Context: an optimization exercise on an open-source flow, tuned for small area, a short achievable clock period and few clock cycles per item. The choices shown serve that exercise and are no tape-out recipe.
At most, simulation tests tie the RTL to the original design; equivalence was not proved.

==> flow/design.v (excerpt) <==
module sw_core (
    input  logic        clk,
    input  logic        rst,
    input  logic        i_valid,
    input  logic [31:0] i_ref_seq,
    input  logic [15:0] i_read_seq,
    input  logic [4:0]  i_ref_len,
    input  logic [3:0]  i_read_len,
    input  logic        i_ready,
    output logic        o_ready,
    output logic        o_valid,
    output logic [9:0]  o_score,
    output logic [2:0]  o_row,
    output logic [3:0]  o_column
);
Size in the first run: roughly 80 I/O pins, ~17000 um^2 of cells after synthesis.
==> flow/config.mk <==
export PLATFORM = sky130hd
export DESIGN_NAME = sw_core
export DESIGN_NICKNAME = sw_core
export VERILOG_FILES = /design/flow/design.v
export SDC_FILE = /design/flow/constraint.sdc
export NUM_CORES = 4
export LEC_CHECK = 0
export CAP_MARGIN = 20
export CORE_MARGIN = 2
export CORE_UTILIZATION = 40
export SLEW_MARGIN = 20
==> flow/constraint.sdc <==
create_clock -name core_clock -period 13.0 [get_ports {clk}]
set_input_delay 2.6000 -clock core_clock [delete_from_list [all_inputs] [get_ports {clk}]]
set_output_delay 2.6000 -clock core_clock [all_outputs]
set_load 0.01 [all_outputs]
run.sh (not shown) runs the stock make flow with config.mk's settings and CLKGATE_MAP_FILE= SYNTH_SCRIPT=/design/flow/synth_recipe.tcl, a recipe that flattens the netlist after the stock synthesis.
==> next run, changes <==
- ABC_AREA: unset -> 1
The new run went through all stages and came out clean.
Register-to-register slack gets better by 2800 ps.
Final area came out lower by a few percent.
==> next run, changes <==
- ABC_AREA: 1 -> 0
- SETUP_SLACK_MARGIN: unset -> 5
Hold slack gets worse by 79 ps.
Final area went up by 27%.
Die area goes up by 7.2%.
==> next run, changes <==
- ABC_AREA: 0 -> 1
The new run passed the timing, DRC and antenna checks.
Non-clock buffer count came out lower by 114.
Count of clock-buffer cells in the layout is unchanged.
Global-route usage went down by 2.5 points.
Cell count grows by about 10%.
Final area came out lower by 9.7%.
Setup slack is better by 2100 ps.
No functional check of the RTL was part of any run of this note.

* * *

Setup of build 61:
sw_core, a different RTL version from the one above (not shown whole).
Size in the first run: roughly 180 flip-flops, ~16000 um2 of cells after synthesis.
Settings: LEC_CHECK=0, ABC_AREA=1, CAP_MARGIN=20, CORE_MARGIN=2, CORE_UTILIZATION=40, SLEW_MARGIN=20; clock period 13.0 ns.
Build 61 ran to completion and came out clean on the timing, DRC and antenna checks.
Testbench counts of build 61, summed over its fixed seeds: cycles 19,808, jobs 1,600.
### build 61 -> build 22
- an added CTS_BUF_LIST of sky130_fd_sc_hd__clkbuf_8
==> flow/flow/run.sh (new file) <==
#!/bin/bash
# The standard layout, with timing repair aiming for more setup slack
bash standard.sh SETUP_SLACK_MARGIN=9.3 finish > standard.log 2>&1
==> flow/standard.sh (new file) <==
#!/bin/bash
# synth_recipe.tcl (not shown) runs the flow's synth.tcl, then flattens the netlist and writes it again
# the make line also repeats each setting of config.mk as NAME=value (left out here)
make -C /OpenROAD-flow-scripts/flow DESIGN_CONFIG=/design/flow/config.mk WORK_HOME=/design/flow/orfs CLKGATE_MAP_FILE= SYNTH_SCRIPT=/design/flow/synth_recipe.tcl "${@:-finish}"
removed: flow/run.sh
[summary]
~same worst hold slack in build 61 and build 22
Re sequential share of layout area: build 22 is 0.93 points down on build 61.
Higher final period utilization was reported by build 61, not build 22.
Of build 61 and build 22, the run reporting the higher count of cell instances traversed by the critical path was build 61.
Relative to build 22, the following input files were edited for build 18:
==> flow/run.sh (new file) <==
#!/bin/bash
# synth_recipe.tcl (not shown) runs the flow's synth.tcl, then flattens the netlist and writes it again
# the make line also repeats each setting of config.mk as NAME=value (left out here)
make -C /OpenROAD-flow-scripts/flow DESIGN_CONFIG=/design/flow/config.mk WORK_HOME=/design/flow/orfs CLKGATE_MAP_FILE= SYNTH_SCRIPT=/design/flow/synth_recipe.tcl finish
removed: flow/flow/run.sh
removed: flow/standard.sh
### Flow results
Sort build 18 and build 22 by portion of the clock cycle consumed by the worst path in the final layout asc -> top: build 22
The lower total length of routed met2 wires came out of build 18.
## Diff of input files: build 85 against build 18
- CTS_CLUSTER_SIZE: unset -> 10
Results
As far as number of combinational gates with multiple inputs goes, build 18 and build 85 are indistinguishable; the numbers are identical.
Reported for build 85 and build 18, maximum frequency turned out identical to the last digit.
Comparing build 85 against build 18, there is no change at all in total iterations of the first detailed-routing run.
Summary of build 85 over build 18: area after synthesis has remained practically unchanged, filler-free cell count of the finished design has remained practically unchanged.

==> afterwards: timing with drivers on the ports <==
The results above use ideal ports. As a check the final layouts listed here were re-extracted and re-timed, cells and wires unchanged. Step 1 assumes that a clkbuf_16 drives the clock port and a buf_2 every other input. Step 2 moves the port delays by t, midway between the first and last clock arrival at a register: inputs arrive t later, outputs are due t later. That takes back most of the time a late clock gives input paths. a / b / c = ideal ports / drivers / drivers and shift; a / b = the first two.
run	t (ns)	setup slack, ns	hold slack, ns
the first run of note 1	0.508	1.250 / 1.250 / 1.250	0.352 / 0.352 / 0.352
the second run of note 1	0.508	4.066 / 4.066 / 4.066	0.437 / 0.437 / 0.437
the third run of note 1	0.528	3.094 / 3.094 / 3.094	0.357 / 0.357 / 0.357
the fourth run of note 1	0.524	5.174 / 5.174 / 5.174	0.360 / 0.360 / 0.360
build 61	0.514	8.955 / 8.946 / 8.465	0.328 / 0.328 / 0.328
build 22	0.550	9.329 / 9.279 / 8.787	0.328 / 0.328 / 0.328
build 18	0.560	8.939 / 8.889 / 8.475	0.331 / 0.331 / 0.331
build 85	0.560	8.939 / 8.889 / 8.475	0.331 / 0.331 / 0.331
After both steps every run listed still meets setup and hold. For build 22, which loses most, drivers alone change the setup slack by -0.050 ns; drivers and shift together by -0.542 ns.
